Context: an optimization exercise on an open-source flow, tuned for small area, a short achievable clock period and few clock cycles. The choices shown serve that exercise and are no tape-out recipe. In this exercise RTL edits were held to simulation tests only and were not proved equivalent to the original. Power figures rest on the tool's default switching activity, not on a simulated workload.

## design/flow/config.mk

```make
export PLATFORM = sky130hd
export DESIGN_NAME = life_automaton_generation_unit
export DESIGN_NICKNAME = life_automaton_generation_unit
export VERILOG_FILES = /design/flow/design.v
export SDC_FILE = /design/flow/constraint.sdc
export NUM_CORES = 4
export LEC_CHECK = 0
export CAP_MARGIN = 20
export CORE_MARGIN = 2
export CORE_UTILIZATION = 40
export CTS_CLUSTER_DIAMETER = 80
export CTS_CLUSTER_SIZE = 20
export SETUP_SLACK_MARGIN = 5
export SLEW_MARGIN = 20
export SYNTH_HIERARCHICAL = 1
```

## design/flow/constraint.sdc

```tcl
create_clock -name core_clock -period 10.0 [get_ports {clk}]
set_input_delay 2.0000 -clock core_clock [delete_from_list [all_inputs] [get_ports {clk}]]
set_output_delay 2.0000 -clock core_clock [all_outputs]
set_load 0.01 [all_outputs]
```

## design/flow/design.v

```verilog
`default_nettype none
package lag_pkg;
  localparam int MAX_ROWS = 64;
  localparam int MAX_COLS = 64;
  localparam int GRID_W   = 64;
  localparam int ADDR_W   = $clog2(MAX_ROWS);
  localparam int CFG_W    = 7;
  localparam logic [CFG_W-1:0] CFG_RESET = 7'd64;
  localparam logic [1:0] OP_SET    = 2'd0;
  localparam logic [1:0] OP_STEP   = 2'd1;
  localparam logic [1:0] OP_DUMP   = 2'd2;
  localparam logic [1:0] OP_UNUSED = 2'd3;
  localparam logic REG_ROWS_IN_USE = 1'b0;
  localparam logic REG_COLS_IN_USE = 1'b1;
  typedef struct packed {
    logic [1:0] op;
    logic [5:0] row;
    logic [5:0] col;
    logic       cell_value;
  } lag_in_t;
  typedef struct packed {
    logic [5:0]        row_index;
    logic [GRID_W-1:0] row_bits;
    logic              last_row;
  } lag_out_t;
  typedef enum logic [2:0] {
    ST_IDLE,
    ST_SET_RD,
    ST_SET_WR,
    ST_PRIME,
    ST_LOAD,
    ST_SWEEP
  } lag_state_t;
  typedef enum logic [1:0] {
    RD_ITEM,
    RD_FIRST,
    RD_SECOND,
    RD_AHEAD
  } lag_rd_sel_t;
  typedef struct packed {
    logic        capture;
    logic        ram_rd;
    lag_rd_sel_t rd_sel;
    logic        load_window;
    logic        advance;
    logic        set_wr;
  } lag_cmd_t;
  typedef struct packed {
    logic in_range;
    logic last;
    logic slot_free;
  } lag_stat_t;
endpackage
`default_nettype wire
`default_nettype none
module lag_bank #(
  parameter int WIDTH = 64,
  parameter int ROWS  = 8
) (
  input  wire logic             clk,
  input  wire logic             clr,
  input  wire logic [ROWS-1:0]  we,      
  input  wire logic [WIDTH-1:0] wdata,
  input  wire logic [ROWS-1:0]  rsel,    
  output logic      [WIDTH-1:0] rdata
);
  logic [WIDTH-1:0] mem_r [ROWS];
  logic [WIDTH-1:0] wbus;
  assign wbus = clr ? '0 : wdata;
  for (genvar r = 0; r < ROWS; r++) begin : g_row
    always_ff @(posedge clk) begin
      if (clr || we[r]) begin
        mem_r[r] <= wbus;
      end
    end
  end
  always_comb begin
    rdata = '0;
    for (int r = 0; r < ROWS; r++) begin
      rdata = rdata | (mem_r[r] & {WIDTH{rsel[r]}});
    end
  end
endmodule
module lag_ram #(
  parameter int WIDTH = 64,
  parameter int DEPTH = 64
) (
  input  wire logic                     clk,
  input  wire logic                     clr,
  input  wire logic                     we,
  input  wire logic [$clog2(DEPTH)-1:0] waddr,
  input  wire logic [WIDTH-1:0]         wdata,
  input  wire logic [DEPTH-1:0]         rsel,    
  output logic      [WIDTH-1:0]         rdata
);
  localparam int BANK_ROWS = 8;
  localparam int NBANKS    = DEPTH / BANK_ROWS;
  logic [DEPTH-1:0] we_row;
  logic [WIDTH-1:0] bank_rdata [NBANKS];
  always_comb begin
    for (int r = 0; r < DEPTH; r++) we_row[r] = we && (waddr == r[$clog2(DEPTH)-1:0]);
  end
  for (genvar b = 0; b < NBANKS; b++) begin : g_bank
    lag_bank #(
      .WIDTH(WIDTH),
      .ROWS (BANK_ROWS)
    ) u_bank (
      .clk  (clk),
      .clr  (clr),
      .we   (we_row[b*BANK_ROWS +: BANK_ROWS]),
      .wdata(wdata),
      .rsel (rsel[b*BANK_ROWS +: BANK_ROWS]),
      .rdata(bank_rdata[b])
    );
  end
  always_comb begin
    rdata = '0;
    for (int b = 0; b < NBANKS; b++) rdata = rdata | bank_rdata[b];
  end
endmodule
`default_nettype wire
`default_nettype none
module lag_datapath (
  input  wire logic [lag_pkg::GRID_W-1:0] prev_i,
  input  wire logic [lag_pkg::GRID_W-1:0] cur_i,
  input  wire logic [lag_pkg::GRID_W-1:0] next_i,
  input  wire logic [lag_pkg::GRID_W-1:0] col_mask_i,
  output logic      [lag_pkg::GRID_W-1:0] life_o
);
  logic [lag_pkg::GRID_W+1:0] s, k;
  always_comb begin
    s = '0;
    k = '0;
    for (int c = 0; c < lag_pkg::GRID_W; c++) begin
      s[c+1] = (prev_i[c] ^ cur_i[c] ^ next_i[c]) & col_mask_i[c];
      k[c+1] = ((prev_i[c] & cur_i[c]) | (prev_i[c] & next_i[c]) | (cur_i[c] & next_i[c]))
               & col_mask_i[c];
    end
  end
  always_comb begin
    for (int c = 0; c < lag_pkg::GRID_W; c++) begin
      logic s0, c0, s1, c1;
      logic [1:0] mid;
      s0  = s[c] ^ s[c+1] ^ s[c+2];
      c0  = (s[c] & s[c+1]) | (s[c] & s[c+2]) | (s[c+1] & s[c+2]);
      s1  = k[c] ^ k[c+1] ^ k[c+2];
      c1  = (k[c] & k[c+1]) | (k[c] & k[c+2]) | (k[c+1] & k[c+2]);
      mid = {1'b0, c0} + {1'b0, s1};
      life_o[c] = (s0 && mid == 2'd1 && !c1)
               || (cur_i[c] && !s0 && ((mid == 2'd2 && !c1) || (mid == 2'd0 && c1)));
    end
  end
endmodule
`default_nettype wire
`default_nettype none
module lag_ctrl (
  input  wire logic                  clk,
  input  wire logic                  rst_n,
  input  wire logic                  in_valid,
  output logic                       in_stall,
  input  wire lag_pkg::lag_in_t      in_data,
  input  wire logic [5:0]            nrm1_i,     
  input  wire logic [5:0]            ncm1_i,     
  input  wire logic                  pop_i,      
  output logic                       head_v_o,
  output lag_pkg::lag_in_t           head_o,
  output logic [5:0]                 head_nrm1_o,
  output logic [5:0]                 head_ncm1_o,
  output lag_pkg::lag_in_t           head_nxt_o   
);
  logic             q1_v, q2_v;
  lag_pkg::lag_in_t q1, q2;
  logic [5:0]       q1_nrm1, q1_ncm1;
  logic             take, q1_free;
  assign take    = in_valid && !q2_v;
  assign q1_free = !q1_v || pop_i;
  always_ff @(posedge clk) begin
    if (!rst_n) begin
      q1_v <= 1'b0;
      q2_v <= 1'b0;
    end else begin
      if (q1_free) begin
        q1_v <= q2_v || take;
        q2_v <= 1'b0;
      end else if (take) begin
        q2_v <= 1'b1;
      end
    end
  end
  always_ff @(posedge clk) begin
    if (q1_free) begin
      q1      <= head_nxt_o;
      q1_nrm1 <= nrm1_i;
      q1_ncm1 <= ncm1_i;
    end
    if (!q2_v) begin
      q2 <= in_data;
    end
  end
  assign head_nxt_o  = q1_free ? (q2_v ? q2 : in_data) : q1;
  assign in_stall    = q2_v;
  assign head_v_o    = q1_v;
  assign head_o      = q1;
  assign head_nrm1_o = q1_nrm1;
  assign head_ncm1_o = q1_ncm1;
endmodule
`default_nettype wire
`default_nettype none
module life_automaton_generation_unit (
  input  wire logic              clk,
  input  wire logic              rst_n,
  input  wire logic              in_valid,
  output logic                   in_stall,
  input  wire logic [1:0]        in_op,
  input  wire logic [5:0]        in_row,
  input  wire logic [5:0]        in_col,
  input  wire logic              in_cell_value,
  output logic                   out_valid,
  input  wire logic              out_stall,
  output logic [5:0]             out_row_index,
  output logic [lag_pkg::GRID_W-1:0]      out_row_bits,
  output logic                   out_last_row,
  input  wire logic              cfg_we,
  input  wire logic              cfg_index,
  input  wire logic [lag_pkg::CFG_W-1:0]  cfg_wdata
);
  localparam int W = lag_pkg::GRID_W;
  typedef enum logic [1:0] {
    K_SET,
    K_PRIME,
    K_STEP,
    K_DUMP
  } kind_t;
  logic [lag_pkg::CFG_W-1:0] rows_cfg_r, cols_cfg_r;
  logic [5:0]                nrm1, ncm1;
  always_ff @(posedge clk) begin
    if (!rst_n) begin
      rows_cfg_r <= lag_pkg::CFG_RESET;
      cols_cfg_r <= lag_pkg::CFG_RESET;
    end else if (cfg_we) begin
      if (cfg_index == lag_pkg::REG_COLS_IN_USE) cols_cfg_r <= cfg_wdata;
      else rows_cfg_r <= cfg_wdata;
    end
  end
  always_comb begin
    if (rows_cfg_r == '0) nrm1 = 6'd0;
    else if (rows_cfg_r >= 7'd64) nrm1 = 6'd63;
    else nrm1 = 6'(rows_cfg_r - 7'd1);
    if (cols_cfg_r == '0) ncm1 = 6'd0;
    else if (cols_cfg_r >= 7'd64) ncm1 = 6'd63;
    else ncm1 = 6'(cols_cfg_r - 7'd1);
  end
  lag_pkg::lag_in_t in_data, head, head_nxt;
  logic             head_v, pop;
  logic [5:0]       head_nrm1, head_ncm1;
  assign in_data.op         = in_op;
  assign in_data.row        = in_row;
  assign in_data.col        = in_col;
  assign in_data.cell_value = in_cell_value;
  lag_ctrl u_ctrl (
    .clk        (clk),
    .rst_n      (rst_n),
    .in_valid   (in_valid),
    .in_stall   (in_stall),
    .in_data    (in_data),
    .nrm1_i     (nrm1),
    .ncm1_i     (ncm1),
    .pop_i      (pop),
    .head_v_o   (head_v),
    .head_o     (head),
    .head_nrm1_o(head_nrm1),
    .head_ncm1_o(head_ncm1),
    .head_nxt_o (head_nxt)
  );
  logic       hold;
  logic [6:0] cnt_r, cnt_nxt;  
  logic       is_set, is_step, is_dump;
  logic       issue;
  kind_t      r_kind;
  logic [5:0] r_row;
  logic [5:0] raddr_nxt;
  logic [lag_pkg::MAX_ROWS-1:0] rsel_r;   
  logic       fwd_r;           
  assign is_set  = head.op == lag_pkg::OP_SET;
  assign is_step = head.op == lag_pkg::OP_STEP;
  assign is_dump = head.op == lag_pkg::OP_DUMP;
  always_comb begin
    pop = 1'b0;
    if (head_v && !hold) begin
      if (is_step)      pop = cnt_r == {1'b0, head_nrm1} + 7'd1;
      else if (is_dump) pop = cnt_r[5:0] == head_nrm1;
      else              pop = 1'b1;
    end
  end
  always_comb begin
    cnt_nxt = cnt_r;
    if (!rst_n) cnt_nxt = '0;
    else if (head_v && !hold && (is_step || is_dump)) cnt_nxt = pop ? 7'd0 : cnt_r + 7'd1;
  end
  always_ff @(posedge clk) begin
    cnt_r <= cnt_nxt;
  end
  assign issue     = head_v && (is_set || is_step || is_dump);
  assign raddr_nxt = (head_nxt.op == lag_pkg::OP_SET) ? head_nxt.row : cnt_nxt[5:0];
  always_ff @(posedge clk) begin
    for (int r = 0; r < lag_pkg::MAX_ROWS; r++) rsel_r[r] <= raddr_nxt == 6'(r);
  end
  always_comb begin
    r_kind = K_SET;
    r_row  = head.row;
    if (is_dump) begin
      r_kind = K_DUMP;
      r_row  = cnt_r[5:0];
    end else if (is_step) begin
      r_kind = (cnt_r == '0) ? K_PRIME : K_STEP;
      r_row  = 6'(cnt_r - 7'd1);
    end
  end
  logic       x_v, x_last, x_val, x_inr;
  kind_t      x_kind;
  logic [5:0] x_row, x_col;
  logic [W-1:0] x_mask;        
  logic [W-1:0] r_mask;
  logic [W-1:0] rd_r, prev_r, cur_r;
  logic [W-1:0] ram_rdata, life, next_m, step_word, set_word, wdata;
  logic         x_out, x_wr, r_inr, r_wr;
  logic         fwdx_r, fwdw_r;    
  always_comb begin
    for (int c = 0; c < W; c++) r_mask[c] = 6'(c) <= head_ncm1;
  end
  always_ff @(posedge clk) begin
    if (!rst_n) begin
      x_v <= 1'b0;
    end else if (!hold) begin
      x_v <= issue;
    end
  end
  always_ff @(posedge clk) begin
    if (!hold) begin
      x_kind  <= r_kind;
      x_row   <= r_row;
      x_col   <= head.col;
      x_val   <= head.cell_value;
      x_inr   <= r_inr;
      x_last  <= r_row == head_nrm1;
      x_mask  <= r_mask;
    end
  end
  assign r_inr = (head.row <= head_nrm1) && (head.col <= head_ncm1);
  assign r_wr  = (r_kind == K_STEP) || (r_kind == K_SET && r_inr);
  assign x_wr  = (x_kind == K_STEP) || (x_kind == K_SET && x_inr);
  always_ff @(posedge clk) begin
    if (!hold && issue && r_kind == K_STEP) begin
      cur_r  <= rd_r;
      prev_r <= (r_row == 6'd0) ? '0 : cur_r;
    end
  end
  assign next_m = x_last ? '0 : rd_r;
  lag_datapath u_life (
    .prev_i    (prev_r),
    .cur_i     (cur_r),
    .next_i    (next_m),
    .col_mask_i(x_mask),
    .life_o    (life)
  );
  assign step_word = (life & x_mask) | (cur_r & ~x_mask);
  always_comb begin
    set_word = rd_r;
    set_word[x_col] = x_val;
  end
  assign x_out = x_v && ((x_kind == K_STEP) || (x_kind == K_DUMP));
  assign wdata = (x_kind == K_SET) ? set_word : step_word;
  logic         wb_v;
  logic [5:0]   wb_row;
  logic [W-1:0] wb_r;
  always_ff @(posedge clk) begin
    if (!rst_n) wb_v <= 1'b0;
    else        wb_v <= x_v && x_wr && !hold;
    wb_row <= x_row;
    wb_r   <= wdata;
  end
  lag_ram #(
    .WIDTH(W),
    .DEPTH(lag_pkg::MAX_ROWS)
  ) u_grid (
    .clk  (clk),
    .clr  (!rst_n),
    .we   (wb_v),
    .waddr(wb_row),
    .wdata(wb_r),
    .rsel (rsel_r),
    .rdata(ram_rdata)
  );
  always_ff @(posedge clk) begin
    if (hold) begin
      fwdx_r <= x_v && x_wr && (x_row == raddr_nxt);
      fwdw_r <= 1'b0;
    end else begin
      fwdx_r <= issue && r_wr && (r_row == raddr_nxt);
      fwdw_r <= x_v && x_wr && (x_row == raddr_nxt);
    end
  end
  always_ff @(posedge clk) begin
    if (!hold) begin
      rd_r <= fwdx_r ? wdata : (fwdw_r ? wb_r : ram_rdata);
    end
  end
  logic         out_v_r, out_last_r;
  logic [5:0]   out_idx_r;
  logic [W-1:0] out_bits_r;
  assign hold = out_v_r && out_stall;
  always_ff @(posedge clk) begin
    if (!rst_n) begin
      out_v_r <= 1'b0;
    end else if (!hold) begin
      out_v_r <= x_out;
    end
  end
  always_ff @(posedge clk) begin
    if (!hold && x_out) begin
      out_idx_r  <= x_row;
      out_last_r <= x_last;
      out_bits_r <= ((x_kind == K_STEP) ? life : rd_r) & x_mask;
    end
  end
  assign out_valid     = out_v_r;
  assign out_row_index = out_idx_r;
  assign out_row_bits  = out_bits_r;
  assign out_last_row  = out_last_r;
endmodule
`default_nettype wire
```

## design/flow/run.sh

```bash
#!/bin/bash
# synth_recipe.tcl (not shown) runs the flow's synth.tcl, then flattens the netlist and writes it again
# the make line also repeats each setting of config.mk as NAME=value (left out here)
make -C /OpenROAD-flow-scripts/flow DESIGN_CONFIG=/design/flow/config.mk WORK_HOME=/design/flow/orfs CLKGATE_MAP_FILE= SYNTH_SCRIPT=/design/flow/synth_recipe.tcl finish
```

==> results of run 1 <==
==> registers in the layout, indices dropped and copies added (netlist names), 2 cells and up <==
name	count
wb_row	6
x_kind	2
out_idx_r	6
cur_r	64
rsel_r	64
u_ctrl.q1_ncm1	6
u_ctrl.q1_nrm1	6
x_row	6
out_bits_r	64
cnt_r	7
cols_cfg_r	7
prev_r	64
wb_r	64
u_grid.g_bank.u_bank.mem_r	4096
rd_r	64
u_ctrl.q2	15
x_col	6
x_mask	64
rows_cfg_r	7
u_ctrl.q1	15
==> cell type report <==
class,count,area [µm²]
tap,6149,7690
multi-input combinational,5493,41500
inverter,172,658
antenna,260,651
clock inverter,44,526
timing repair buffer,352,3050
clock buffer,327,7320
sequential,4644,138000
fill,39900,261000
==> through the flow <==
step	setup slack (ps)	total power [mW]	hold WS [ps]	instances
2_1_floorplan	3120	32.5	411	10900
3_3_place_gp	3520	37.6	438	16800
3_5_place_dp	3730	38.2	457	16800
4_1_cts	5000	49.6	478	17200
5_1_grt	4880	51.2	487	17200
6_report	4950	49.8	473	17400
==> layout by cell type, fill, tap and decap left out, types with 59 or more instances in the layout <==
master           count
a21boi_0            66
a21oi_1            100
a22oi_1           1964
a22oi_2             89
and2_1             192
buf_4              223
clkbuf_16          286
clkdlybuf4s50_1     99
dfxtp_2             83
diode_2            260
edfxtp_1          4467
fa_1               188
ha_1               158
inv_1              171
mux2i_1            139
nand2_1            417
nand4_1            521
nand4bb_1           59
nor2_1             249
nor2b_1            596
nor4_1              67
nor4_2              61
o21ai_0             88
or2_4               64
==> report_power, final <==
part	leakage [nW]	internal, mW	switching (mW)
combinational	15.2	2.90	6.09
clock	3.81	5.27	6.32
sequential	46.9	26.0	3.28
==> what timing repair did <==
action / in CTS / in global routing
hold buffers: 0 / 0
setup buffers: 0 / 4
pin swaps: 0 / 5
gates resized for setup: 10 / 20
setup endpoints to repair: 648 / 838
==> routing by layer <==
layer  vias up  wire length [µm]
met4        14             33100
met5         -                86
met1     55600            212000
met3      1144             63700
met2      6872            286000
li1      43900                 -
==> Yosys stat by module, one instance, submodules excluded, a selection <==
| module | times used | area, µm² |
|---|---|---|
| life_automaton_generation_unit | 1 | 22200 |
| lag_datapath | 1 | 8670 |
| lag_ctrl | 1 | 1630 |
==> logic make-up (layout without fill, tap and decap cells) <==
group | Yosys count | in the layout | share of synthesized area, %
and+or+nand+nor | 2415 | 2415 | 7.50
muxes | 170 | 170 | 0.978
adders and majority gates | 346 | 346 | 3.10
AOI/OAI and AO/OA | 2516 | 2516 | 10.3
DFF | 4644 | 4644 | 74.4
xor gates and xnor gates | 45 | 45 | 0.213
buffers and inverters | 811 | 895 | 3.50
other | 1 | 261 | 0.00203
==> synthesized netlist by cell type (10+ instances only) <==
master / number / area, µm²
clkbuf_1: 101 / 379
nor2b_1: 598 / 3740
nand3b_1: 15 / 113
fa_1: 188 / 3760
mux2i_1: 139 / 1390
and2_1: 192 / 1200
mux2_4: 18 / 270
nand2_1: 420 / 1580
inv_1: 172 / 646
nand4b_1: 58 / 508
a22o_1: 12 / 105
o21ai_0: 88 / 440
mux2_2: 12 / 135
buf_1: 10 / 37.5
a21boi_0: 66 / 495
a22oi_2: 89 / 1110
o211ai_1: 58 / 435
nand4bb_1: 59 / 664
dfxtp_1: 177 / 3540
nor2_1: 250 / 938
nand4_1: 521 / 3260
ha_1: 158 / 1980
a221oi_1: 35 / 307
a21oi_1: 101 / 505
nand3_1: 38 / 190
clkbuf_8: 88 / 1210
edfxtp_1: 4467 / 134000
nand2b_1: 12 / 75.1
xnor2_1: 25 / 219
buf_6: 313 / 3520
nor4_1: 132 / 826
a22oi_1: 1964 / 14700
buf_2: 119 / 596
a21o_1: 35 / 263
a211oi_1: 22 / 165
xor2_1: 20 / 175
nor3_1: 20 / 100
a31oi_1: 14 / 87.6
or2_1: 64 / 400
==> critical path, delay by kind of cell <==
family / cells / cell delay (ps)
simple gates: 1 / 710
buf+inv: 4 / 2590
==> how the worst min path moves through the flow <==
stage                          to  cells past startpoint          start
finish                      x_val                      0   u_ctrl.q1[0]
global route        u_ctrl.q2[10]                      1  u_ctrl.q2[10]
CTS                         x_val                      0   u_ctrl.q1[0]
detailed placement          x_val                      0   u_ctrl.q1[0]
global placement            x_val                      0   u_ctrl.q1[0]
floorplan               wb_row[3]                      0       x_row[3]
==> results.yml, run 1 <==
global_route:
  grt_max_degree: 140
  grt.total_usage_pct: 24.4
  grt_antenna_before_repair: 65
  grt_pass1_wl_mm: 806
  grtUsageMet2_pct: 39.0
  grtUsageMet1_pct: 30.0
  grt_pass1_vias: 101000
  grt-ovfl-total: 0
  use_met3_pct: 6.35
  gr-max-usage-layer: "met2"
setup_path:
  crit_start: "rst_n"
  end_kind: "flop"
  arrival_ps: 5660
  reg2reg_to: "fwdx_r"
  cp_slowest_cell: "clkdlybuf4s50_1"
  cp.required_ps: 10610
  reg2reg_from: "u_ctrl.q1_nrm1[0]"
  endpoint: "u_grid.g_bank[2].u_bank.mem_r[4][55]"
  cp_cell_sequence: "clkdlybuf4s50_1 > inv_12 > buf_16 > or2_4 > buf_4"
  worst_setup_path_start_kind: "input pin"
  cp_slowest_stage_delay_ps: 840
  crit_fanout: 139
  crit_type: "in -> reg"
  worst-r2r-setup-slack_ps: 5280
  reg2regPathDepth: 17
sta:
  finalSetupViolCount: 0
  hold_viol_final: 0
  fin_crit_sh_pct: 50.5
  fin_skew_ps: 55.3
  drv_slew: 0
  max_freq_mhz: 198
  maxSlewHeadroom_pct: 14.3
  worst_pin_slew_ps: 1280
  tns_ps: 0
  rsz0062_at_grt: "true"
  finalCriticalPeriod_ps: 5050
clocking:
  cts_tree: "done"
  cts_inserted_buffers: 279
  cts_sinks: 4644
  clk_latency_ps: 990
  clockRootBuffer: "clkbuf_16"
  cts.path.max_buffers: 4
  htreeDepth: 5
  clk_pin_slew_ps: 80
synth:
  synth-seq-cells: 4644
  ys.flop_type: "edfxtp_1"
  synth.distinct_cells: 78
  seq_area_frac_synth_pct: 74.4
  synth_fp_nets: 11300
  syn_area_um2: 185000
  synth_warnings: 13
  synth-async-reset-ratio_pct: 0
  avgSynthCellArea_um2: 16.9
  synth_edf_count: 4467
  syn_inst: 10900
run:
  drv_cap: 0
floorplan:
  row_count: 249
  start_util_pct: 40.2
  dieArea_um2: 468000
  die_w_um: 684
  coreArea_um2: 460000
  die_y_um: 684
  ios: 101
route:
  via_count: 108000
  vias_per_cell: 6.16
  final_antenna_net_count: 0
  wirelength_mm: 595
  drc: 0
  drt_iter0_drc: 15200
  first_pass_iters: 6
  wl_per_cell_um: 34.1
power_and_ir_drop:
  irDropWorstVdd_v: 0.000185
  power.density_nw_per_um2: 250
  p_leak_nw: 66.0
min_path:
  hold_class: "reg -> reg"
placement:
  dp_hpwl_mm: 356
  port_buffers: 100
  gp_congestion: 0.889
  placed_cell_area_um2: 191000
layout:
  fin_util_pct: 43.3
  area_delta_synth_final_pct: 7.77
  final_cell_area_um2: 199000
  drive_gt1_share_pct: 8.93
  fin_nets: 11300
status:
  status: "timing/DRC/antenna clean"
Testbench counts, summed over its fixed seeds: cycles 26,632.
==> run 2, diff against run 1 <==
--- a/design/flow/design.v
+++ b/design/flow/design.v
@@ -58,19 +58,16 @@
   parameter int ROWS  = 8
 ) (
   input  wire logic             clk,
-  input  wire logic             clr,
   input  wire logic [ROWS-1:0]  we,      
   input  wire logic [WIDTH-1:0] wdata,
   input  wire logic [ROWS-1:0]  rsel,    
   output logic      [WIDTH-1:0] rdata
 );
   logic [WIDTH-1:0] mem_r [ROWS];
-  logic [WIDTH-1:0] wbus;
-  assign wbus = clr ? '0 : wdata;
   for (genvar r = 0; r < ROWS; r++) begin : g_row
     always_ff @(posedge clk) begin
-      if (clr || we[r]) begin
-        mem_r[r] <= wbus;
+      if (we[r]) begin
+        mem_r[r] <= wdata;
       end
     end
   end
@@ -96,9 +93,11 @@
   localparam int BANK_ROWS = 8;
   localparam int NBANKS    = DEPTH / BANK_ROWS;
   logic [DEPTH-1:0] we_row;
+  logic [WIDTH-1:0] wbus;
   logic [WIDTH-1:0] bank_rdata [NBANKS];
+  assign wbus = clr ? '0 : wdata;
   always_comb begin
-    for (int r = 0; r < DEPTH; r++) we_row[r] = we && (waddr == r[$clog2(DEPTH)-1:0]);
+    for (int r = 0; r < DEPTH; r++) we_row[r] = clr || (we && (waddr == r[$clog2(DEPTH)-1:0]));
   end
   for (genvar b = 0; b < NBANKS; b++) begin : g_bank
     lag_bank #(
@@ -106,9 +105,8 @@
       .ROWS (BANK_ROWS)
     ) u_bank (
       .clk  (clk),
-      .clr  (clr),
       .we   (we_row[b*BANK_ROWS +: BANK_ROWS]),
-      .wdata(wdata),
+      .wdata(wbus),
       .rsel (rsel[b*BANK_ROWS +: BANK_ROWS]),
       .rdata(bank_rdata[b])
     );
@@ -166,11 +164,14 @@
   output lag_pkg::lag_in_t           head_o,
   output logic [5:0]                 head_nrm1_o,
   output logic [5:0]                 head_ncm1_o,
+  output logic [6:0]                 head_lim_o,  
+  output logic                       head_free_o, 
   output lag_pkg::lag_in_t           head_nxt_o   
 );
   logic             q1_v, q2_v;
   lag_pkg::lag_in_t q1, q2;
   logic [5:0]       q1_nrm1, q1_ncm1;
+  logic [6:0]       q1_lim, lim_nxt;
   logic             take, q1_free;
   assign take    = in_valid && !q2_v;
   assign q1_free = !q1_v || pop_i;
@@ -192,12 +193,22 @@
       q1      <= head_nxt_o;
       q1_nrm1 <= nrm1_i;
       q1_ncm1 <= ncm1_i;
+      q1_lim  <= lim_nxt;
     end
     if (!q2_v) begin
       q2 <= in_data;
     end
   end
   assign head_nxt_o  = q1_free ? (q2_v ? q2 : in_data) : q1;
+  always_comb begin
+    unique case (head_nxt_o.op)
+      lag_pkg::OP_STEP: lim_nxt = {1'b0, nrm1_i} + 7'd1;
+      lag_pkg::OP_DUMP: lim_nxt = {1'b0, nrm1_i};
+      default:          lim_nxt = 7'd0;
+    endcase
+  end
+  assign head_lim_o  = q1_lim;
+  assign head_free_o = q1_free;
   assign in_stall    = q2_v;
   assign head_v_o    = q1_v;
   assign head_o      = q1;
@@ -253,6 +264,8 @@
   lag_pkg::lag_in_t in_data, head, head_nxt;
   logic             head_v, pop;
   logic [5:0]       head_nrm1, head_ncm1;
+  logic [6:0]       head_lim;
+  logic             head_free;
   assign in_data.op         = in_op;
   assign in_data.row        = in_row;
   assign in_data.col        = in_col;
@@ -270,40 +283,47 @@
     .head_o     (head),
     .head_nrm1_o(head_nrm1),
     .head_ncm1_o(head_ncm1),
+    .head_lim_o (head_lim),
+    .head_free_o(head_free),
     .head_nxt_o (head_nxt)
   );
   logic       hold;
   logic [6:0] cnt_r, cnt_nxt;  
+  logic       last_r, last_nxt;   
   logic       is_set, is_step, is_dump;
   logic       issue;
   kind_t      r_kind;
   logic [5:0] r_row;
-  logic [5:0] raddr_nxt;
+  logic [5:0] raddr_nxt, raddr_r;   
+  logic       rvalid_nxt, rvalid_r;  
   logic [lag_pkg::MAX_ROWS-1:0] rsel_r;   
-  logic       fwd_r;           
   assign is_set  = head.op == lag_pkg::OP_SET;
   assign is_step = head.op == lag_pkg::OP_STEP;
   assign is_dump = head.op == lag_pkg::OP_DUMP;
+  assign pop = head_v && !hold && last_r;
   always_comb begin
-    pop = 1'b0;
-    if (head_v && !hold) begin
-      if (is_step)      pop = cnt_r == {1'b0, head_nrm1} + 7'd1;
-      else if (is_dump) pop = cnt_r[5:0] == head_nrm1;
-      else              pop = 1'b1;
+    cnt_nxt  = cnt_r;
+    last_nxt = last_r;
+    if (!rst_n || head_free) begin
+      cnt_nxt  = '0;
+      last_nxt = !((head_nxt.op == lag_pkg::OP_STEP) ||
+                   (head_nxt.op == lag_pkg::OP_DUMP && nrm1 != 6'd0));
+    end else if (!hold) begin
+      cnt_nxt  = cnt_r + 7'd1;
+      last_nxt = (cnt_r + 7'd1) == head_lim;
     end
   end
-  always_comb begin
-    cnt_nxt = cnt_r;
-    if (!rst_n) cnt_nxt = '0;
-    else if (head_v && !hold && (is_step || is_dump)) cnt_nxt = pop ? 7'd0 : cnt_r + 7'd1;
-  end
   always_ff @(posedge clk) begin
-    cnt_r <= cnt_nxt;
+    cnt_r  <= cnt_nxt;
+    last_r <= last_nxt;
   end
-  assign issue     = head_v && (is_set || is_step || is_dump);
-  assign raddr_nxt = (head_nxt.op == lag_pkg::OP_SET) ? head_nxt.row : cnt_nxt[5:0];
+  assign issue      = head_v && (is_set || is_step || is_dump);
+  assign raddr_nxt  = (head_nxt.op == lag_pkg::OP_SET) ? head_nxt.row : cnt_nxt[5:0];
+  assign rvalid_nxt = !((head_nxt.op == lag_pkg::OP_STEP) && last_nxt);
   always_ff @(posedge clk) begin
-    for (int r = 0; r < lag_pkg::MAX_ROWS; r++) rsel_r[r] <= raddr_nxt == 6'(r);
+    raddr_r  <= raddr_nxt;
+    rvalid_r <= rvalid_nxt;
+    for (int r = 0; r < lag_pkg::MAX_ROWS; r++) rsel_r[r] <= rvalid_nxt && (raddr_nxt == 6'(r));
   end
   always_comb begin
     r_kind = K_SET;
@@ -322,9 +342,9 @@
   logic [W-1:0] x_mask;        
   logic [W-1:0] r_mask;
   logic [W-1:0] rd_r, prev_r, cur_r;
-  logic [W-1:0] ram_rdata, life, next_m, step_word, set_word, wdata;
+  logic [W-1:0] ram_rdata, life, step_word, set_word, wdata;
   logic         x_out, x_wr, r_inr, r_wr;
-  logic         fwdx_r, fwdw_r;    
+  logic         fwdx, fwdw;        
   always_comb begin
     for (int c = 0; c < W; c++) r_mask[c] = 6'(c) <= head_ncm1;
   end
@@ -342,7 +362,7 @@
       x_col   <= head.col;
       x_val   <= head.cell_value;
       x_inr   <= r_inr;
-      x_last  <= r_row == head_nrm1;
+      x_last  <= last_r;
       x_mask  <= r_mask;
     end
   end
@@ -355,11 +375,10 @@
       prev_r <= (r_row == 6'd0) ? '0 : cur_r;
     end
   end
-  assign next_m = x_last ? '0 : rd_r;
   lag_datapath u_life (
     .prev_i    (prev_r),
     .cur_i     (cur_r),
-    .next_i    (next_m),
+    .next_i    (rd_r),
     .col_mask_i(x_mask),
     .life_o    (life)
   );
@@ -391,18 +410,11 @@
     .rsel (rsel_r),
     .rdata(ram_rdata)
   );
-  always_ff @(posedge clk) begin
-    if (hold) begin
-      fwdx_r <= x_v && x_wr && (x_row == raddr_nxt);
-      fwdw_r <= 1'b0;
-    end else begin
-      fwdx_r <= issue && r_wr && (r_row == raddr_nxt);
-      fwdw_r <= x_v && x_wr && (x_row == raddr_nxt);
-    end
-  end
+  assign fwdx = rvalid_r && x_v && x_wr && (x_row == raddr_r);
+  assign fwdw = rvalid_r && wb_v && (wb_row == raddr_r);
   always_ff @(posedge clk) begin
     if (!hold) begin
-      rd_r <= fwdx_r ? wdata : (fwdw_r ? wb_r : ram_rdata);
+      rd_r <= fwdx ? wdata : (fwdw ? wb_r : ram_rdata);
     end
   end
   logic         out_v_r, out_last_r;
==> design/flow/flow/run.sh (new file) <==
#!/bin/bash
# Layout flow: the standard ORFS flow (standard.sh, with its synthesis unchanged), with
#  - port buffers of a plain buffer cell (buf_4) rather than whichever buffer-like cell
#    buffer_ports picks, since repair may not swap a port buffer to another footprint;
#  - global routing that keeps more of met1/met2 free (flow/fastroute.tcl).
# make's full output goes to flow_make.log here; each ORFS step logs under orfs/logs/.
set -uo pipefail
here=$(pwd)
export SETUP_SLACK_MARGIN=6.45
export BUFFER_PORTS_ARGS="-buffer_cell sky130_fd_sc_hd__buf_4"
export FASTROUTE_TCL=$here/flow/fastroute.tcl
bash standard.sh finish > flow_make.log 2>&1
==> design/flow/flow/fastroute.tcl (new file) <==
# Global routing layers as the platform sets them, with more of met1 and met2 held back
# for pin access, so the global routes leave the detailed router room on the low layers.
set_global_routing_layer_adjustment met1 0.5
set_global_routing_layer_adjustment met2 0.35
set_global_routing_layer_adjustment met3-$::env(MAX_ROUTING_LAYER) 0.2

set_routing_layers -clock $::env(MIN_CLK_ROUTING_LAYER)-$::env(MAX_ROUTING_LAYER)
set_routing_layers -signal $::env(MIN_ROUTING_LAYER)-$::env(MAX_ROUTING_LAYER)
==> design/flow/standard.sh (new file) <==
#!/bin/bash
# synth_recipe.tcl (not shown) runs the flow's synth.tcl, then flattens the netlist and writes it again
# the make line also repeats each setting of config.mk as NAME=value (left out here)
make -C /OpenROAD-flow-scripts/flow DESIGN_CONFIG=/design/flow/config.mk WORK_HOME=/design/flow/orfs CLKGATE_MAP_FILE= SYNTH_SCRIPT=/design/flow/synth_recipe.tcl "${@:-finish}"
--- a/design/flow/config.mk
+++ b/design/flow/config.mk
@@ -6,10 +6,10 @@
 export NUM_CORES = 4
 export LEC_CHECK = 0
 export CAP_MARGIN = 20
+export CELL_PAD_IN_SITES_DETAIL_PLACEMENT = 1
 export CORE_MARGIN = 2
 export CORE_UTILIZATION = 40
 export CTS_CLUSTER_DIAMETER = 80
 export CTS_CLUSTER_SIZE = 20
-export SETUP_SLACK_MARGIN = 5
 export SLEW_MARGIN = 20
 export SYNTH_HIERARCHICAL = 1
removed: design/flow/run.sh
==> results.yml, run 2 <==
global_route:
  grt.total_usage_pct: 30.5
  use_met3_pct: 15.8
  gr-max-usage-layer: "met2"
  grt_pass1_vias: 110000
  grt_max_degree: 85
  grt-ovfl-total: 0
  grtUsageMet2_pct: 44.5
  grt_pass1_wl_mm: 829
  grt_antenna_before_repair: 59
  grtUsageMet1_pct: 42.9
sta:
  worst_pin_slew_ps: 1160
  rsz0062_at_grt: "true"
  fin_crit_sh_pct: 36.4
  tns_ps: 0
  maxSlewHeadroom_pct: 21.9
  finalSetupViolCount: 0
  finalCriticalPeriod_ps: 3640
  drv_slew: 0
  max_freq_mhz: 275
  fin_skew_ps: 38.7
  hold_viol_final: 0
placement:
  gp_congestion: 0.950
  port_buffers: 100
  dp_hpwl_mm: 372
  placed_cell_area_um2: 189000
route:
  vias_per_cell: 6.19
  drc: 0
  wl_per_cell_um: 36.0
  via_count: 103000
  wirelength_mm: 601
  final_antenna_net_count: 0
  first_pass_iters: 6
  drt_iter0_drc: 9125
layout:
  nFillCells: 42900
  register_area_um2: 138000
  regMostFlops: "u_grid.g_bank.u_bank.mem_r"
  largest_reg_flops: 4096
  final_common_cell: "edfxtp_1"
  final_cell_area_um2: 200000
  fin_util_pct: 44.2
  drive_gt1_share_pct: 13.7
  multi_input_area_um2: 40600
  fin_nets: 11000
  final_cell_mix: "4474 x edfxtp_1, 2063 x a22oi_1, 519 x nand4_1, 372 x nand2_1, 344 x buf_4"
  area_delta_synth_final_pct: 10.0
clocking:
  cts_tree: "done"
  cts_sinks: 4657
  hold_buffers: 0
  clk_pin_slew_ps: 90
  clockRootBuffer: "clkbuf_16"
  cts_inserted_buffers: 280
  htreeDepth: 5
  clk_latency_ps: 980
  cts.path.max_buffers: 4
setup_path:
  cp.required_ps: 8000
  worst_setup_path_start_kind: "flop"
  cp.depth: 1
  crit_type: "reg -> out"
  worst-r2r-setup-slack_ps: 6420
  cp_slowest_stage_delay_ps: 510
  critPathBufInv: 1
  arrival_ps: 1640
  cp_cell_sequence: "buf_6"
  end_kind: "primary output"
  reg2regPathDepth: 7
  crit_family: "flip-flops"
  crit_fanout: 1
  cp_slowest_cell: "edfxtp_1"
synth:
  synth_top_area_share_pct: 73.9
  synth_fp_nets: 10800
  synth_warnings: 13
  synth-seq-cells: 4657
  seq_area_frac_synth_pct: 75.9
  synth.cells.most_frequent: "4474 x edfxtp_1, 2067 x a22oi_1, 519 x nand4_1"
  synth.distinct_cells: 91
  synth-async-reset-ratio_pct: 0
  synth.largest_area_cell: "edfxtp_1"
  syn_inst: 10400
  syn_area_um2: 182000
  synth_edf_count: 4474
  synth.most_common_cell: "edfxtp_1"
  synth_area_leaders: "edfxtp_1 74%, a22oi_1 8.5%, buf_6 2.2%, fa_1 2.1%, dfxtp_1 2.0%"
  ys.flop_type: "edfxtp_1"
  avgSynthCellArea_um2: 17.5
run:
  drv_cap: 0
status:
  status: "timing/DRC/antenna clean"
floorplan:
  die_w_um: 678
  die_y_um: 678
  row_count: 247
  dieArea_um2: 460000
  start_util_pct: 40.2
  coreArea_um2: 453000
  ios: 101
min_path:
  whs_path_depth: 1
  hold_class: "reg -> reg"
power_and_ir_drop:
  p_leak_nw: 67.1
  power_mw: 48.8
  irDropWorstVdd_v: 0.000160
  power.density_nw_per_um2: 244
run 2: cell families (layout without fill, tap and decap cells):
logic type | Yosys count | in the layout | synth area share, %
AOI/OAI and AO/OA | 2617 | 2625 | 10.6
xor gates and xnor gates | 33 | 33 | 0.159
adders and majority gates | 346 | 346 | 3.16
buffers and inverters | 754 | 1057 | 3.39
DFF | 4657 | 4657 | 75.9
muxes | 188 | 188 | 1.16
other | 1 | 38 | 0.00206
and+or+nand+nor | 1781 | 1786 | 5.67
run 2: metal layers:
metal / vias to the layer above / share of wire [%]
met2: 5374 / 42
met3: 1704 / 15
met5: - / 0.093
li1: 42600 / -
met4: 44 / 8.2
met1: 53700 / 34
run 2: area by class of cell:
cell class	count	share of cell area [%]
inverters	175	0.345
clock buffers	329	3.74
flip-flops and latches	4657	69.1
repair buffers	513	2.55
well taps	5976	3.74
diodes	37	0.0463
clock inverters	38	0.201
repair inverters	2	0.00875
multi-input cells	4979	20.3
run 2: stage by stage:
stage / hold WS, ps / setup slack, ps / instances
after floorplan: 386 / 4960 / 10400
after global placement: 474 / 3950 / 16200
after detailed placement: 473 / 4200 / 16200
after CTS: 493 / 6320 / 16600
after global routing: 496 / 6340 / 16700
final: 488 / 6360 / 16700
run 2: repair_timing:
action	in CTS	in global routing
cloned	9	12
gates resized for setup	197	254
endpoints found under the setup margin	3068	1118
pin swaps	31	49
buffers inserted	37	85
run 2: modules after synthesis, one instance, submodules excluded, excerpt:
module / copies in the design / flip-flops and latches
life_automaton_generation_unit: 1 / 510
lag_datapath: 1 / 0
lag_ctrl: 1 / 51
run 2: path summary, 6_finish.rpt:
kind,startpoint,to
worst max-delay path,out_bits_r[5],out_row_bits[5]
worst min register to register,u_ctrl.q2[3],u_ctrl.q2[3]
worst min-delay path,u_ctrl.q2[3],u_ctrl.q2[3]
worst max register to register,rsel_r[44],rd_r[5]
run 2: power by group:
part           switching (mW)  leakage, nW  internal [mW]
clock                    6.35         3.86           5.36
combinational            6.52         16.1           2.80
sequential               1.68         47.1           26.0
Testbench counts of run 2, summed over its fixed seeds: cycles 26,632.
==> run 3, diff against run 2 <==
--- a/design/flow/config.mk
+++ b/design/flow/config.mk
@@ -9,7 +9,7 @@
 export CELL_PAD_IN_SITES_DETAIL_PLACEMENT = 1
 export CORE_MARGIN = 2
 export CORE_UTILIZATION = 40
-export CTS_CLUSTER_DIAMETER = 80
-export CTS_CLUSTER_SIZE = 20
+export CTS_CLUSTER_DIAMETER = 100
+export CTS_CLUSTER_SIZE = 25
 export SLEW_MARGIN = 20
 export SYNTH_HIERARCHICAL = 1
==> results.yml, run 3 <==
status:
  status: "timing/DRC/antenna clean"
layout:
  final_cell_mix: "4474 x edfxtp_1, 2066 x a22oi_1, 519 x nand4_1, 368 x nand2_1, 325 x buf_4"
  regMostFlops: "u_grid.g_bank.u_bank.mem_r"
  fin_util_pct: 43.7
  largest_reg_flops: 4096
  area_delta_synth_final_pct: 8.86
  drive_gt1_share_pct: 13.1
  final_common_cell: "edfxtp_1"
  fin_nets: 10900
  nFillCells: 43000
route:
  drc: 0
  vias_per_cell: 6.17
  wl_per_cell_um: 35.8
  via_count: 103000
  final_antenna_net_count: 0
  wirelength_mm: 596
  drt_iter0_drc: 9397
  first_pass_iters: 6
synth:
  synth_top_area_share_pct: 73.9
  syn_area_um2: 182000
  seq_area_frac_synth_pct: 75.9
  synth_fa_ha_area_share_pct: 3.16
  synth_area_leaders: "edfxtp_1 74%, a22oi_1 8.5%, buf_6 2.2%, fa_1 2.1%, dfxtp_1 2.0%"
  synth-async-reset-ratio_pct: 0
  syn_inst: 10400
  synth-simple-area-share_pct: 5.67
  synth_edf_count: 4474
  synth.distinct_cells: 91
  synth_warnings: 13
  synth.most_common_cell: "edfxtp_1"
  synth_top_family_by_area: "compound AO/OA/AOI/OAI gates"
  synth_fp_nets: 10800
  synth-seq-cells: 4657
  synth-xor-area-share_pct: 0.159
  synth_compound_area_share_pct: 10.6
  ys.flop_type: "edfxtp_1"
  synth.largest_area_cell: "edfxtp_1"
  avgSynthCellArea_um2: 17.5
  synth.cells.most_frequent: "4474 x edfxtp_1, 2067 x a22oi_1, 519 x nand4_1"
  muxShareOfSynthArea_pct: 1.16
setup_path:
  crit_start: "out_bits_r[5]"
  cp.required_ps: 8000
  reg2regPathDepth: 9
  reg2reg_from: "rsel_r[52]"
  critPathBufInv: 1
  cp_slowest_cell: "edfxtp_1"
  cp_cell_sequence: "buf_6"
  worst_setup_path_start_kind: "flop"
  endpoint: "out_row_bits[5]"
  crit_fanout: 1
  arrival_ps: 1670
  crit_type: "reg -> out"
  end_kind: "primary output"
  cp.depth: 1
  crit_family: "flip-flops"
  cp_slowest_stage_delay_ps: 510
  reg2reg_to: "rd_r[48]"
  worst-r2r-setup-slack_ps: 6450
clocking:
  cts_sinks: 4657
  hold_buffers: 0
  htreeDepth: 4
  cts_tree: "done"
  cts_inserted_buffers: 212
  clk_latency_ps: 1000
  cts.path.max_buffers: 4
  clk_pin_slew_ps: 110
  clockRootBuffer: "clkbuf_16"
sta:
  worst_pin_slew_ps: 1190
  fin_crit_sh_pct: 36.7
  finalCriticalPeriod_ps: 3670
  finalSetupViolCount: 0
  tns_ps: 0
  setup_slack_ps: 6330
  max_freq_mhz: 272
  worst_hold_slack_ps: 494
  drv_slew: 0
  fin_skew_ps: 82.4
  hold_viol_final: 0
  rsz0062_at_grt: "true"
  maxSlewHeadroom_pct: 20.6
power_and_ir_drop:
  power_mw: 47.0
  power.density_nw_per_um2: 237
  irDropWorstVdd_v: 0.000175
  p_leak_nw: 66.0
global_route:
  grt_max_degree: 85
  grt_pass1_wl_mm: 823
  grt_antenna_before_repair: 43
  grt.total_usage_pct: 30.3
  grt_pass1_vias: 109000
  grt-ovfl-total: 0
floorplan:
  die_w_um: 678
  dieArea_um2: 460000
  die_y_um: 678
  ios: 101
  coreArea_um2: 453000
  start_util_pct: 40.2
  row_count: 247
placement:
  port_buffers: 100
  gp_congestion: 0.950
  dp_hpwl_mm: 372
  post-place-ws_ps: 4200
run:
  drv_cap: 0
min_path:
  hold_class: "reg -> reg"
## run 3: how the worst min path moves through the flow
stage,cells past startpoint,endpoint,startpoint
after floorplan,0,wb_row[0],x_row[0]
after global placement,2,cols_cfg_r[1],cols_cfg_r[1]
after detailed placement,1,u_ctrl.q2[3],u_ctrl.q2[3]
after CTS,1,u_ctrl.q2[3],u_ctrl.q2[3]
after global routing,1,u_ctrl.q2[3],u_ctrl.q2[3]
final,1,u_ctrl.q2[3],u_ctrl.q2[3]
## run 3: metrics by stage
stage / instances / cell area, µm²
3_3_place_gp: 16200 / 189000
2_1_floorplan: 10400 / 182000
4_1_cts: 16500 / 196000
3_5_place_dp: 16200 / 189000
5_1_grt: 16600 / 198000
6_report: 16600 / 198000
## run 3: cell families (layout without fill, tap and decap cells)
| family | count (synthesis) | in the layout |
|---|---|---|
| simple gates | 1781 | 1787 |
| xor+xnor | 33 | 33 |
| buf+inv | 754 | 978 |
| compound gates | 2617 | 2621 |
| mux | 188 | 188 |
| flops | 4657 | 4657 |
| other cells | 1 | 36 |
| fa+ha+maj | 346 | 346 |
## run 3: cell type report
type / instances / area (µm²) / share of cell area [%]
repair inverters: 3 / 31.3 / 0.0158
repair buffers: 516 / 5010 / 2.53
diodes: 35 / 87.6 / 0.0442
well taps: 5976 / 7480 / 3.78
clock inverters: 19 / 272 / 0.137
clock buffers: 265 / 5590 / 2.82
flip-flops and latches: 4657 / 138000 / 69.8
multi-input cells: 4976 / 40600 / 20.5
inverters: 175 / 706 / 0.356
## run 3: timing repair
| item | CTS | global route |
|---|---|---|
| resized for setup | 223 | 226 |
| pin swaps | 26 | 64 |
| cloned | 10 | 4 |
| buffers inserted | 31 | 96 |
| setup endpoints to repair | 3086 | 1179 |
## run 3: per-module statistics from Yosys (local to each module, per instance), a selection
module                          copies in the design  cells
life_automaton_generation_unit                     1   1951
lag_datapath                                       1    834
lag_ctrl                                           1    122
## run 3: per-layer routing
layer | share of wire, % | track usage (%) | vias up
li1 | - | - | 42400
met1 | 34 | 42.8 | 53400
met2 | 43 | 44.3 | 5090
met3 | 15 | 15.6 | 1580
met4 | 8.1 | 17.7 | 32
met5 | 0.048 | 0 | -
## run 3: report_power, final
group          internal (mW)  switching (mW)
clock                   4.03            5.93
sequential              26.0            1.67
combinational           2.83            6.55
==> run 4, diff against run 3 <==
--- a/design/flow/design.v
+++ b/design/flow/design.v
@@ -61,7 +61,8 @@
   input  wire logic [ROWS-1:0]  we,      
   input  wire logic [WIDTH-1:0] wdata,
   input  wire logic [ROWS-1:0]  rsel,    
-  output logic      [WIDTH-1:0] rdata
+  output logic      [WIDTH-1:0] rdata,
+  output logic      [WIDTH-1:0] row0     
 );
   logic [WIDTH-1:0] mem_r [ROWS];
   for (genvar r = 0; r < ROWS; r++) begin : g_row
@@ -71,6 +72,7 @@
       end
     end
   end
+  assign row0 = mem_r[0];
   always_comb begin
     rdata = '0;
     for (int r = 0; r < ROWS; r++) begin
@@ -88,13 +90,15 @@
   input  wire logic [$clog2(DEPTH)-1:0] waddr,
   input  wire logic [WIDTH-1:0]         wdata,
   input  wire logic [DEPTH-1:0]         rsel,    
-  output logic      [WIDTH-1:0]         rdata
+  output logic      [WIDTH-1:0]         rdata,
+  output logic      [WIDTH-1:0]         row0     
 );
   localparam int BANK_ROWS = 8;
   localparam int NBANKS    = DEPTH / BANK_ROWS;
   logic [DEPTH-1:0] we_row;
   logic [WIDTH-1:0] wbus;
   logic [WIDTH-1:0] bank_rdata [NBANKS];
+  logic [WIDTH-1:0] bank_row0 [NBANKS];
   assign wbus = clr ? '0 : wdata;
   always_comb begin
     for (int r = 0; r < DEPTH; r++) we_row[r] = clr || (we && (waddr == r[$clog2(DEPTH)-1:0]));
@@ -108,13 +112,15 @@
       .we   (we_row[b*BANK_ROWS +: BANK_ROWS]),
       .wdata(wbus),
       .rsel (rsel[b*BANK_ROWS +: BANK_ROWS]),
-      .rdata(bank_rdata[b])
+      .rdata(bank_rdata[b]),
+      .row0 (bank_row0[b])
     );
   end
   always_comb begin
     rdata = '0;
     for (int b = 0; b < NBANKS; b++) rdata = rdata | bank_rdata[b];
   end
+  assign row0 = bank_row0[0];
 endmodule
 `default_nettype wire
 `default_nettype none
@@ -290,6 +296,8 @@
   logic       hold;
   logic [6:0] cnt_r, cnt_nxt;  
   logic       last_r, last_nxt;   
+  logic       skip_nxt;           
+  logic       noprime_r;          
   logic       is_set, is_step, is_dump;
   logic       issue;
   kind_t      r_kind;
@@ -308,6 +316,10 @@
       cnt_nxt  = '0;
       last_nxt = !((head_nxt.op == lag_pkg::OP_STEP) ||
                    (head_nxt.op == lag_pkg::OP_DUMP && nrm1 != 6'd0));
+      if (head_nxt.op == lag_pkg::OP_STEP && skip_nxt) begin
+        cnt_nxt  = 7'd1;
+        last_nxt = nrm1 == 6'd0;
+      end
     end else if (!hold) begin
       cnt_nxt  = cnt_r + 7'd1;
       last_nxt = (cnt_r + 7'd1) == head_lim;
@@ -316,6 +328,7 @@
   always_ff @(posedge clk) begin
     cnt_r  <= cnt_nxt;
     last_r <= last_nxt;
+    if (!rst_n || head_free) noprime_r <= head_nxt.op == lag_pkg::OP_STEP && skip_nxt;
   end
   assign issue      = head_v && (is_set || is_step || is_dump);
   assign raddr_nxt  = (head_nxt.op == lag_pkg::OP_SET) ? head_nxt.row : cnt_nxt[5:0];
@@ -342,7 +355,7 @@
   logic [W-1:0] x_mask;        
   logic [W-1:0] r_mask;
   logic [W-1:0] rd_r, prev_r, cur_r;
-  logic [W-1:0] ram_rdata, life, step_word, set_word, wdata;
+  logic [W-1:0] ram_rdata, ram_row0, life, step_word, set_word, wdata;
   logic         x_out, x_wr, r_inr, r_wr;
   logic         fwdx, fwdw;        
   always_comb begin
@@ -371,7 +384,7 @@
   assign x_wr  = (x_kind == K_STEP) || (x_kind == K_SET && x_inr);
   always_ff @(posedge clk) begin
     if (!hold && issue && r_kind == K_STEP) begin
-      cur_r  <= rd_r;
+      cur_r  <= (r_row == 6'd0 && noprime_r) ? ram_row0 : rd_r;
       prev_r <= (r_row == 6'd0) ? '0 : cur_r;
     end
   end
@@ -408,8 +421,11 @@
     .waddr(wb_row),
     .wdata(wb_r),
     .rsel (rsel_r),
-    .rdata(ram_rdata)
+    .rdata(ram_rdata),
+    .row0 (ram_row0)
   );
+  assign skip_nxt = hold ? !(x_v && x_wr && x_row == 6'd0)
+                         : !(issue && r_wr && r_row == 6'd0) && !(x_v && x_wr && x_row == 6'd0);
   assign fwdx = rvalid_r && x_v && x_wr && (x_row == raddr_r);
   assign fwdw = rvalid_r && wb_v && (wb_row == raddr_r);
   always_ff @(posedge clk) begin
==> results.yml, run 4 <==
global_route:
  gr-max-usage-layer: "met2"
  use_met3_pct: 16.2
  grtUsageMet2_pct: 47.3
  grt_pass1_vias: 114000
  grtUsageMet1_pct: 42.6
  grt.total_usage_pct: 31.3
  grt_max_degree: 97
  grt_antenna_before_repair: 46
  grt-ovfl-total: 0
  grt_pass1_wl_mm: 847
floorplan:
  start_util_pct: 40.1
  coreArea_um2: 456000
  ios: 101
  dieArea_um2: 462000
  die_y_um: 680
  row_count: 248
  die_w_um: 680
synth:
  synth_fa_ha_area_share_pct: 3.17
  synth.cells.most_frequent: "4476 x edfxtp_1, 2060 x a22oi_1, 520 x nand4_1"
  synth_warnings: 14
  syn_area_um2: 183000
  avgSynthCellArea_um2: 17.5
  synth-simple-area-share_pct: 5.68
  synth-async-reset-ratio_pct: 0
  synth-seq-cells: 4658
  synth_fp_nets: 10800
  seq_area_frac_synth_pct: 75.6
  synth.most_common_cell: "edfxtp_1"
  synth_edf_count: 4476
  synth_top_family_by_area: "compound AO/OA/AOI/OAI gates"
  synth_area_leaders: "edfxtp_1 74%, a22oi_1 8.5%, buf_6 2.1%, fa_1 2.1%, dfxtp_1 2.0%"
  synth_compound_area_share_pct: 10.4
  synth-xor-area-share_pct: 0.177
  muxShareOfSynthArea_pct: 1.50
  synth.largest_area_cell: "edfxtp_1"
  ys.flop_type: "edfxtp_1"
  synth_top_area_share_pct: 73.6
  synth.distinct_cells: 81
  syn_inst: 10400
min_path:
  whs_path_depth: 0
  hold_class: "reg -> reg"
  min_to: "out_last_r"
  hp-start: "x_last"
setup_path:
  reg2regPathDepth: 8
  arrival_ps: 4320
  worst_setup_path_start_kind: "input pin"
  cp_slowest_cell: "a21o_4"
  crit_fanout: 99
  reg2reg_from: "x_col[0]"
  end_kind: "flop"
  cp_cell_sequence: "buf_4 > clkinv_8 > a21o_4 > buf_4"
  crit_top_cell: "buf_4"
  cp.required_ps: 10600
  worst-r2r-setup-slack_ps: 6380
  cp_slowest_stage_delay_ps: 810
  crit_type: "in -> reg"
  reg2reg_to: "rd_r[22]"
power_and_ir_drop:
  power.density_nw_per_um2: 241
  p_leak_nw: 66.9
  seqPwrFrac_pct: 58.7
  p_comb_share_pct: 20.4
  power_mw: 47.9
  p_int_mw: 33.4
  clockPowerShare_pct: 21.0
  irDropWorstVdd_v: 0.000147
  switching_share_pct: 30.2
  p_switching_mw: 14.5
clocking:
  cts_sinks: 4658
  htreeDepth: 4
  cts.path.max_buffers: 4
  clk_pin_slew_ps: 90
  hold_buffers: 0
  cts_inserted_buffers: 213
  clockRootBuffer: "clkbuf_16"
  cts_tree: "done"
  clk_latency_ps: 1010
route:
  first_pass_iters: 5
  via_count: 105000
  vias_per_cell: 6.32
  final_antenna_net_count: 0
  wirelength_mm: 612
  drt_iter0_drc: 8790
  wl_per_cell_um: 36.7
  drc: 0
sta:
  finalSetupViolCount: 0
  tns_ps: 0
  maxSlewHeadroom_pct: 20.6
  drv_slew: 0
  fin_crit_sh_pct: 37.2
  rsz0062_at_grt: "true"
  hold_viol_final: 0
  fin_skew_ps: 83.3
  finalCriticalPeriod_ps: 3720
  max_freq_mhz: 269
  setup_slack_ps: 6280
  worst_pin_slew_ps: 1190
layout:
  final_common_cell: "edfxtp_1"
  nFillCells: 43500
  largest_reg_flops: 4096
  area_delta_synth_final_pct: 8.67
  final_cell_mix: "4476 x edfxtp_1, 2060 x a22oi_1, 520 x nand4_1, 348 x buf_4, 308 x nand2_1"
  register_area_um2: 138000
  regMostFlops: "u_grid.g_bank.u_bank.mem_r"
  multi_input_area_um2: 41400
  fin_util_pct: 43.6
  fin_nets: 10900
  finalNonFillerCells: 16700
  drive_gt1_share_pct: 12.9
placement:
  gp_congestion: 0.951
  port_buffers: 100
  dp_hpwl_mm: 364
  dp_cells: 16200
  post-place-ws_ps: 3690
run:
  drv_cap: 0
status:
  status: "timing/DRC/antenna clean"
-- run 4: power groups by stage --
stage	logic (mW)	clock network (mW)	registers [mW]
after floorplan	5.57	0	27.4
after global placement	8.44	0	28.1
after detailed placement	9.09	0	28.4
after CTS	9.37	10.1	28.0
after global routing	10.6	10.7	28.4
final	9.75	10.0	28.1
-- run 4: modules after synthesis, one instance, submodules excluded, a selection --
module                          times used  cells inside  flops+latches  cell area (µm²)
life_automaton_generation_unit           1          1981            511            23100
lag_datapath                             1           835              0             8670
lag_ctrl                                 1           122             51             2060
-- run 4: through the flow --
step / hold WS [ps] / cell area (µm²)
final: 457 / 198000
after global routing: 458 / 198000
after CTS: 458 / 197000
after detailed placement: 436 / 190000
after global placement: 420 / 190000
after floorplan: 399 / 185000
-- run 4: cells by family after synthesis --
kind of cell    after synthesis
other cells                   1
fa+ha+maj                   350
xor+xnor                     37
flops                      4658
mux                         229
compound gates             2584
simple gates               1774
buf+inv                     775
-- run 4: how the worst max path moves through the flow --
stage / startpoint / to / depth (start not counted)
after floorplan: out_stall / cur_r[0] / 5
final: rst_n / u_grid.g_bank[6].u_bank.mem_r[2][36] / 4
after global placement: out_stall / rsel_r[0] / 12
after CTS: u_ctrl.q1_ncm1[4] / last_r / 9
after global routing: x_col[0] / rd_r[22] / 8
after detailed placement: out_stall / rsel_r[0] / 12
-- run 4: final cells by class --
| class | instances | share of cell area (%) |
|---|---|---|
| Tap cell | 6000 | 3.78 |
| Multi-Input combinational cell | 5005 | 20.8 |
| Clock buffer | 266 | 2.84 |
| Sequential cell | 4658 | 69.7 |
| Clock inverter | 22 | 0.144 |
| Inverter | 179 | 0.360 |
| Timing Repair inverter | 4 | 0.0107 |
| Timing Repair Buffer | 501 | 2.31 |
| Antenna cell | 28 | 0.0353 |
-- run 4: layer usage --
| layer | up-vias | wire (µm) |
|---|---|---|
| met4 | 58 | 46300 |
| met1 | 54100 | 206000 |
| met3 | 2242 | 89700 |
| li1 | 42500 | - |
| met2 | 6354 | 269000 |
| met5 | - | 461 |
-- run 4: worst max-delay path: cells and delay by family --
kind	cells	cell delay [ps]
buffers and inverters	3	990
AO/OA/AOI/OAI	1	810
-- run 4: timing repair --
| action | 4_1_cts | 5_1_grt |
|---|---|---|
| setup buffers | 39 | 68 |
| cloned | 28 | 7 |
| setup endpoints to repair | 1743 | 1258 |
| gates resized for setup | 136 | 165 |
| pin swaps | 19 | 39 |
Testbench counts of run 4, summed over its fixed seeds: cycles 26,347.

## afterwards: timing with drivers on the ports
The results above use ideal ports. As a check the final layouts listed here were re-extracted and re-timed, cells and wires unchanged. Step 1 assumes that a clkbuf_16 drives the clock port and a buf_2 every other input. Step 2, shift: input delay + t, output delay - t, t = (earliest + latest rising clock arrival at the registers) / 2. This alone moves slack from input paths to output paths. Three values: ideal ports, drivers, drivers and shift; two values: the first two.
run	shift t [ns]	slack for setup (ns)	worst hold slack (ns)	worst data-port slew with drivers (ns)	cell pins on the clock port's net
run 1	1.087	4.952 / 5.047 / 3.960	0.473 / 0.473 / 0.473	0.04	1
run 2	1.080	6.358 / 6.244 / 5.408	0.488 / 0.488 / 0.488	0.05	1
run 3	1.082	6.325 / 6.210 / 5.431	0.494 / 0.494 / 0.494	0.05	1
run 4	1.084	6.279 / 6.303 / 5.285	0.457 / 0.457 / 0.457	0.13	1
After both steps setup and hold are still met in every run listed. The setup slack of run 4, which loses most, moves by +0.024 ns with the drivers and by -0.994 ns with both steps.
